What follows belongs to an exercise in optimizing a design on an open flow for small area and a short achievable clock period; a production flow would make more cautious choices.
In this exercise RTL edits were held to simulation tests only and were not proved equivalent to the original.
Power and IR drop assume default switching activity.

lagoon:
==> flow/design.v (excerpt) <==
module cmd_track_top (
   input  logic                          clk,
   input  logic                          rst_n,
   input  logic [8-1:0]         issue_tag,
   input  logic                          issue_valid,
   output logic                          issue_ready,
   output logic [$clog2(16)-1:0]        issue_slot,
   input  logic [$clog2(16)-1:0]        cpl_slot,
   input  logic                          cpl_valid,
   output logic [$clog2(16)-1:0]        to_slot,
   output logic [8-1:0]         to_tag,
   output logic [16-1:0]          to_age,
   output logic                          to_valid,
   input  logic                          to_ready,
   input  logic                          reg_we,
   input  logic [2-1:0]        reg_addr,
   input  logic [16-1:0]          reg_wdata,
   input  logic [2-1:0]        reg_addr_rd,
   output logic [16-1:0]          reg_rdata
);
export LEC_CHECK = 0
export CAP_MARGIN = 20
export CORE_MARGIN = 2
export CORE_UTILIZATION = 75
export CTS_CLUSTER_DIAMETER = 80
export CTS_CLUSTER_SIZE = 25
export GPL_TIMING_DRIVEN = 0
export SLEW_MARGIN = 20
create_clock -name core_clock -period 11.5 [get_ports {clk}]
standard.sh (not shown) runs the stock make flow with config.mk's settings and CLKGATE_MAP_FILE= SYNTH_SCRIPT=/design/flow/synth_recipe.tcl, a recipe that flattens the netlist after the stock synthesis.
==> flow/flow/run.sh <==
#!/bin/bash
# The standard layout, with plain buffers (buf_1) on the ports instead of the
# delay cells buffer_ports picks by default, and timing repair aiming for
# 6.4 ns of setup slack; make's output goes to standard_flow.log, each tool's
# log stays under orfs/logs
set -euo pipefail
export BUFFER_PORTS_ARGS="-buffer_cell sky130_fd_sc_hd__buf_1"
bash standard.sh finish SETUP_SLACK_MARGIN=6.4 > standard_flow.log 2>&1
Changes in cedar relative to lagoon:
Settings: removing GPL_TIMING_DRIVEN (formerly 0); changing CORE_UTILIZATION from 75 to 80.
==> flow/flow/run.sh <==
#!/bin/bash
# The standard layout, with plain buffers (buf_1) on the ports instead of the
# delay cells buffer_ports picks by default, and timing repair aiming for
# 6.0 ns of setup slack; make's output goes to standard_flow.log, each tool's
# log stays under orfs/logs
set -euo pipefail
export BUFFER_PORTS_ARGS="-buffer_cell sky130_fd_sc_hd__buf_1"
bash standard.sh finish SETUP_SLACK_MARGIN=6.0 > standard_flow.log 2>&1
### Flow results
- Every stage of the flow completed for cedar, and the final layout passed the timing, DRC and antenna checks.
- Going from lagoon to cedar, worst hold slack rose 0.0069 ns; sequential share of layout area increased by 2.7 points relative to the old numbers; row count shows a reduction of 3.1%.
- Comparing cedar and lagoon, the higher switching part of the total is on lagoon.
- On routed wire length, lagoon loses to cedar.
## Diff of input files: violet against cedar
Settings: CORE_UTILIZATION: 80 -> 75.
Results
violet ran to completion and came out clean on the timing, DRC and antenna checks.
The higher number of global-route vias before repair of violet and cedar is in cedar.
In violet the critical path depth turned out 1 higher than in cedar.
Detailed-route wire length per cell in violet vs cedar: down about 6%
Relative to cedar, wire length on met1 increased by 2.7% in violet.
violet -> cedar: maximum level of the CTS H-tree delta 0, exact match
Combinational power came out lower on violet than on cedar.
The following lists how amber was set up differently from violet:
==> flow/flow/run.sh <==
#!/bin/bash
# The standard layout, with plain buffers (buf_1) on the ports instead of the
# delay cells buffer_ports picks by default, and timing repair aiming for
# 6.4 ns of setup slack; make's output goes to standard_flow.log, each tool's
# log stays under orfs/logs
set -euo pipefail
export BUFFER_PORTS_ARGS="-buffer_cell sky130_fd_sc_hd__buf_1"
bash standard.sh finish SETUP_SLACK_MARGIN=6.4 > standard_flow.log 2>&1
### Flow results
In the metrics for amber and violet, the one carrying the higher total number of nets in the final design is amber. Summary of the comparison: first-pass GRT wire length is lower in amber, relative to violet. Looking at slew at the pin closest to its max-slew limit, amber sits above violet. Power per cell area (higher): violet. On number of buffers inserted during clock tree synthesis, amber tracks violet almost exactly.


The RTL this note starts from:
==> flow/design.v <==
`timescale 1ns/1ps
package cmd_track_pkg;
   typedef struct packed
   {
      logic [8-1:0] tag;
   } cmd_issue_t;
   typedef struct packed
   {
      logic [$clog2(16)-1:0] slot;
   } cmd_cpl_t;
   typedef struct packed
   {
      logic [$clog2(16)-1:0] slot;
      logic [8-1:0]  tag;
      logic [16-1:0]   age;
   } cmd_timeout_t;
   typedef struct packed
   {
      logic                   we;
      logic [2-1:0] addr;
      logic [16-1:0]   wdata;
   } cmd_reg_req_t;
   typedef struct packed
   {
      logic                 en;
      logic [16-1:0] thresh;
   } cmd_cfg_t;
endpackage
`timescale 1ns/1ps
module cmd_track_cfg (
   input  logic                         clk,
   input  logic                         rst_n,
   input  cmd_track_pkg::cmd_reg_req_t  reg_req,
   input  logic [2-1:0]       reg_addr_rd,
   output logic [16-1:0]         reg_rdata,
   output cmd_track_pkg::cmd_cfg_t      cfg,
   input  logic                         to_fire
);
logic                 en_q;
logic [16-1:0] thresh_q;
logic [16-1:0] count_q;
logic                 wr_ctrl;
logic                 wr_thresh;
assign wr_ctrl = reg_req.we && (reg_req.addr == 2'd0);
assign wr_thresh = reg_req.we && (reg_req.addr == 2'd1);
always_ff @(posedge clk)
begin
   if (!rst_n)
   begin
      en_q <= 1'b0;
      thresh_q <= '0;
      count_q <= '0;
   end
   else
   begin
      if (wr_ctrl)
      begin
         en_q <= reg_req.wdata[0];
      end
      if (wr_thresh)
      begin
         thresh_q <= reg_req.wdata;
      end
      if (to_fire && (count_q != '1))
      begin
         count_q <= count_q + 1'b1;
      end
   end
end
always_comb
begin
   case (reg_addr_rd)
      2'd0:   reg_rdata = {{(16-1){1'b0}}, en_q};
      2'd1: reg_rdata = thresh_q;
      2'd2:  reg_rdata = count_q;
      default:         reg_rdata = '0;
   endcase
end
assign cfg.en = en_q;
assign cfg.thresh = thresh_q;
endmodule
`timescale 1ns/1ps
module cmd_track_top (
   input  logic                          clk,
   input  logic                          rst_n,
   input  logic [8-1:0]         issue_tag,
   input  logic                          issue_valid,
   output logic                          issue_ready,
   output logic [$clog2(16)-1:0]        issue_slot,
   input  logic [$clog2(16)-1:0]        cpl_slot,
   input  logic                          cpl_valid,
   output logic [$clog2(16)-1:0]        to_slot,
   output logic [8-1:0]         to_tag,
   output logic [16-1:0]          to_age,
   output logic                          to_valid,
   input  logic                          to_ready,
   input  logic                          reg_we,
   input  logic [2-1:0]        reg_addr,
   input  logic [16-1:0]          reg_wdata,
   input  logic [2-1:0]        reg_addr_rd,
   output logic [16-1:0]          reg_rdata
);
localparam int N  = 16;
localparam int SW = $clog2(16);
localparam int TW = 8;
localparam int AW = 16;
cmd_track_pkg::cmd_reg_req_t   reg_req;
cmd_track_pkg::cmd_cfg_t       cfg;
assign reg_req.we = reg_we;
assign reg_req.addr = reg_addr;
assign reg_req.wdata = reg_wdata;
logic [AW-1:0]  now_q;
logic [N-1:0]   busy_q;
logic [TW-1:0]  tag_q   [N];
logic [AW-1:0]  stamp_q [N];
logic [N*N-1:0] ord_q;
logic           rec_valid_q;
logic [AW-1:0]  rec_age_q;
logic           to_valid_q;
logic [SW-1:0]  to_slot_q;
logic [TW-1:0]  to_tag_q;
logic [AW-1:0]  to_age_q;
logic [N-1:0]   free_oh;
logic [N-1:0]   old_oh;
logic [N-1:0]   cpl_oh;
logic [N-1:0]   clr;
logic [SW-1:0]  old_slot;
logic [TW-1:0]  old_tag;
logic [AW-1:0]  old_stamp;
logic           any_busy;
logic           cpl_hit;
logic           fire;
logic           to_fire;
always_comb
begin
   for (int i = 0; i < N; i++)
   begin
      free_oh[i] = ~busy_q[i];
      for (int j = 0; j < i; j++)
      begin
         free_oh[i] = free_oh[i] & busy_q[j];
      end
   end
end
always_comb
begin
   for (int i = 0; i < N; i++)
   begin
      old_oh[i] = busy_q[i];
      for (int j = 0; j < N; j++)
      begin
         if (j < i)
            old_oh[i] = old_oh[i] & (~busy_q[j] | ~ord_q[j*N+i]);
         else if (j > i)
            old_oh[i] = old_oh[i] & (~busy_q[j] | ord_q[i*N+j]);
      end
   end
end
always_comb
begin
   issue_slot = '0;
   old_slot = '0;
   old_tag = '0;
   old_stamp = '0;
   for (int i = 0; i < N; i++)
   begin
      issue_slot = issue_slot | (free_oh[i] ? i[SW-1:0] : '0);
      old_slot = old_slot | (old_oh[i] ? i[SW-1:0] : '0);
      old_tag = old_tag | (old_oh[i] ? tag_q[i] : '0);
      old_stamp = old_stamp | (old_oh[i] ? stamp_q[i] : '0);
   end
end
assign issue_ready = ~&busy_q;
assign any_busy = |busy_q;
always_comb
begin
   for (int i = 0; i < N; i++)
   begin
      cpl_oh[i] = cpl_valid && (cpl_slot == i[SW-1:0]);
   end
end
assign cpl_hit = |(cpl_oh & old_oh);
assign fire = cfg.en && rec_valid_q && (rec_age_q >= cfg.thresh) &&
              !to_valid_q && !cpl_hit;
assign clr = cpl_oh | (fire ? old_oh : '0);
assign to_fire = to_valid_q & to_ready;
always_ff @(posedge clk)
begin
   if (!rst_n)
   begin
      now_q <= '0;
      busy_q <= '0;
      rec_valid_q <= 1'b0;
      to_valid_q <= 1'b0;
   end
   else
   begin
      now_q <= now_q + 1'b1;
      busy_q <= (busy_q & ~clr) | (issue_valid ? free_oh : '0);
      rec_valid_q <= any_busy && !cpl_hit && !fire;
      if (fire)
      begin
         to_valid_q <= 1'b1;
      end
      else if (to_ready)
      begin
         to_valid_q <= 1'b0;
      end
   end
end
always_ff @(posedge clk)
begin
   rec_age_q <= now_q - old_stamp;
   if (fire)
   begin
      to_slot_q <= old_slot;
      to_tag_q <= old_tag;
      to_age_q <= rec_age_q;
   end
end
for (genvar i = 0; i < N; i++)
begin : g_slot
   always_ff @(posedge clk)
   begin
      if (free_oh[i])
      begin
         tag_q[i] <= issue_tag;
         stamp_q[i] <= now_q;
      end
   end
   for (genvar j = i + 1; j < N; j++)
   begin : g_ord
      always_ff @(posedge clk)
      begin
         if (free_oh[j])
            ord_q[i*N+j] <= 1'b1;
         else if (free_oh[i])
            ord_q[i*N+j] <= 1'b0;
      end
   end
end
assign to_valid = to_valid_q;
assign to_slot = to_slot_q;
assign to_tag = to_tag_q;
assign to_age = to_age_q;
cmd_track_cfg u_cfg (
   .clk          (clk),
   .rst_n        (rst_n),
   .reg_req      (reg_req),
   .reg_addr_rd  (reg_addr_rd),
   .reg_rdata    (reg_rdata),
   .cfg          (cfg),
   .to_fire      (to_fire)
);
endmodule
==> flow/config.mk <==
export PLATFORM = sky130hd
export DESIGN_NAME = cmd_track_top
export DESIGN_NICKNAME = cmd_track_top
export VERILOG_FILES = /design/flow/design.v
export SDC_FILE = /design/flow/constraint.sdc
export NUM_CORES = 4
export LEC_CHECK = 0
export CAP_MARGIN = 20
export CORE_MARGIN = 2
export CORE_UTILIZATION = 65
export SLEW_MARGIN = 20
==> flow/constraint.sdc <==
create_clock -name core_clock -period 11.5 [get_ports {clk}]
set_input_delay 2.3000 -clock core_clock [delete_from_list [all_inputs] [get_ports {clk}]]
set_output_delay 2.3000 -clock core_clock [all_outputs]
set_load 0.01 [all_outputs]
==> flow/flow/run.sh <==
#!/bin/bash
# The standard layout, with plain buffers (buf_2) on the ports instead of the
# delay cells buffer_ports picks by default, and timing repair aiming for
# 6.0 ns of setup slack; make's output goes to standard_flow.log, each tool's
# log stays under orfs/logs
set -euo pipefail
export BUFFER_PORTS_ARGS="-buffer_cell sky130_fd_sc_hd__buf_2"
bash standard.sh finish SETUP_SLACK_MARGIN=6.0 > standard_flow.log 2>&1
The starting point produced a clean layout.
Next try:
==> flow/run.sh (new file) <==
#!/bin/bash
# synth_recipe.tcl (not shown) runs the flow's synth.tcl, then flattens the netlist and writes it again
# the make line also repeats each setting of config.mk as NAME=value (left out here)
make -C /OpenROAD-flow-scripts/flow DESIGN_CONFIG=/design/flow/config.mk WORK_HOME=/design/flow/orfs CLKGATE_MAP_FILE= SYNTH_SCRIPT=/design/flow/synth_recipe.tcl finish
--- a/flow/config.mk
+++ b/flow/config.mk
@@ -8,4 +8,4 @@
 export CAP_MARGIN = 20
 export CORE_MARGIN = 2
-export CORE_UTILIZATION = 65
+export CORE_UTILIZATION = 40
 export SLEW_MARGIN = 20
removed: flow/flow/run.sh
removed: flow/standard.sh
- The new run finished clean
- first-iteration DRC count is lower by a few percent
- hold slack loses 0.0070 ns
- register-to-register slack loses 0.39 ns
- global-route usage is lower by 13 points
- clock skew is lower by 0.019 ns
- sequential share of layout area is lower by 1.8 points
- routed wire length is higher by a few percent
Next try:
==> flow/flow/run.sh (new file) <==
#!/bin/bash
# The standard layout, with plain buffers (buf_1) on the ports instead of the
# delay cells buffer_ports picks by default, and timing repair aiming for
# 6.0 ns of setup slack; make's output goes to standard_flow.log, each tool's
# log stays under orfs/logs
set -euo pipefail
export BUFFER_PORTS_ARGS="-buffer_cell sky130_fd_sc_hd__buf_1"
bash standard.sh finish SETUP_SLACK_MARGIN=6.0 > standard_flow.log 2>&1
==> flow/standard.sh (new file) <==
#!/bin/bash
# synth_recipe.tcl (not shown) runs the flow's synth.tcl, then flattens the netlist and writes it again
# the make line also repeats each setting of config.mk as NAME=value (left out here)
make -C /OpenROAD-flow-scripts/flow DESIGN_CONFIG=/design/flow/config.mk WORK_HOME=/design/flow/orfs CLKGATE_MAP_FILE= SYNTH_SCRIPT=/design/flow/synth_recipe.tcl "${@:-finish}"
--- a/flow/config.mk
+++ b/flow/config.mk
@@ -8,4 +8,6 @@
 export CAP_MARGIN = 20
 export CORE_MARGIN = 2
-export CORE_UTILIZATION = 40
+export CORE_UTILIZATION = 65
+export CTS_CLUSTER_DIAMETER = 80
+export CTS_CLUSTER_SIZE = 25
 export SLEW_MARGIN = 20
removed: flow/run.sh
Effect:
- The new run finished with timing, DRC and antenna clean
- global-route usage came out higher by 12 points
- die area came out lower by 38%
- wire length came out lower by 8.6%
- sequential share of layout area came out higher by 4.1 points

==> separate check: timing with driven ports <==
In the flow no input, the clock included, has a driving cell. The finished layouts below were timed again as built, in two steps.
Step 1: set_driving_cell puts a clkbuf_16 on clk and a buf_2 on each other input, an assumption about the parent block.
Step 2 also shifts input and output timing later by t, the mid clock arrival at the registers, as if the neighbouring blocks saw the same clock.
Three values: ideal ports, drivers, drivers and shift; two values: the first two.
run | t, ns | slack for setup (ns) | worst setup path at the end
lagoon | 0.659 | 6.069 / 6.020 / 6.020 | input to output
cedar | 0.637 | 6.123 / 6.097 / 5.929 | input to register
violet | 0.643 | 6.094 / 6.069 / 6.011 | input to register
amber | 0.643 | 6.140 / 6.099 / 6.003 | input to register
the first run of note 2 | 0.687 | 6.050 / 5.995 / 6.057 | input to output
the second run of note 2 | 0.647 | 4.688 / 4.662 / 4.662 | input to output
the third run of note 2 | 0.677 | 6.074 / 6.043 / 6.043 | input to output
After both steps setup and hold are still met in every run listed. The setup slack of cedar, which loses most, moves by -0.026 ns with the drivers and by -0.194 ns with both steps.
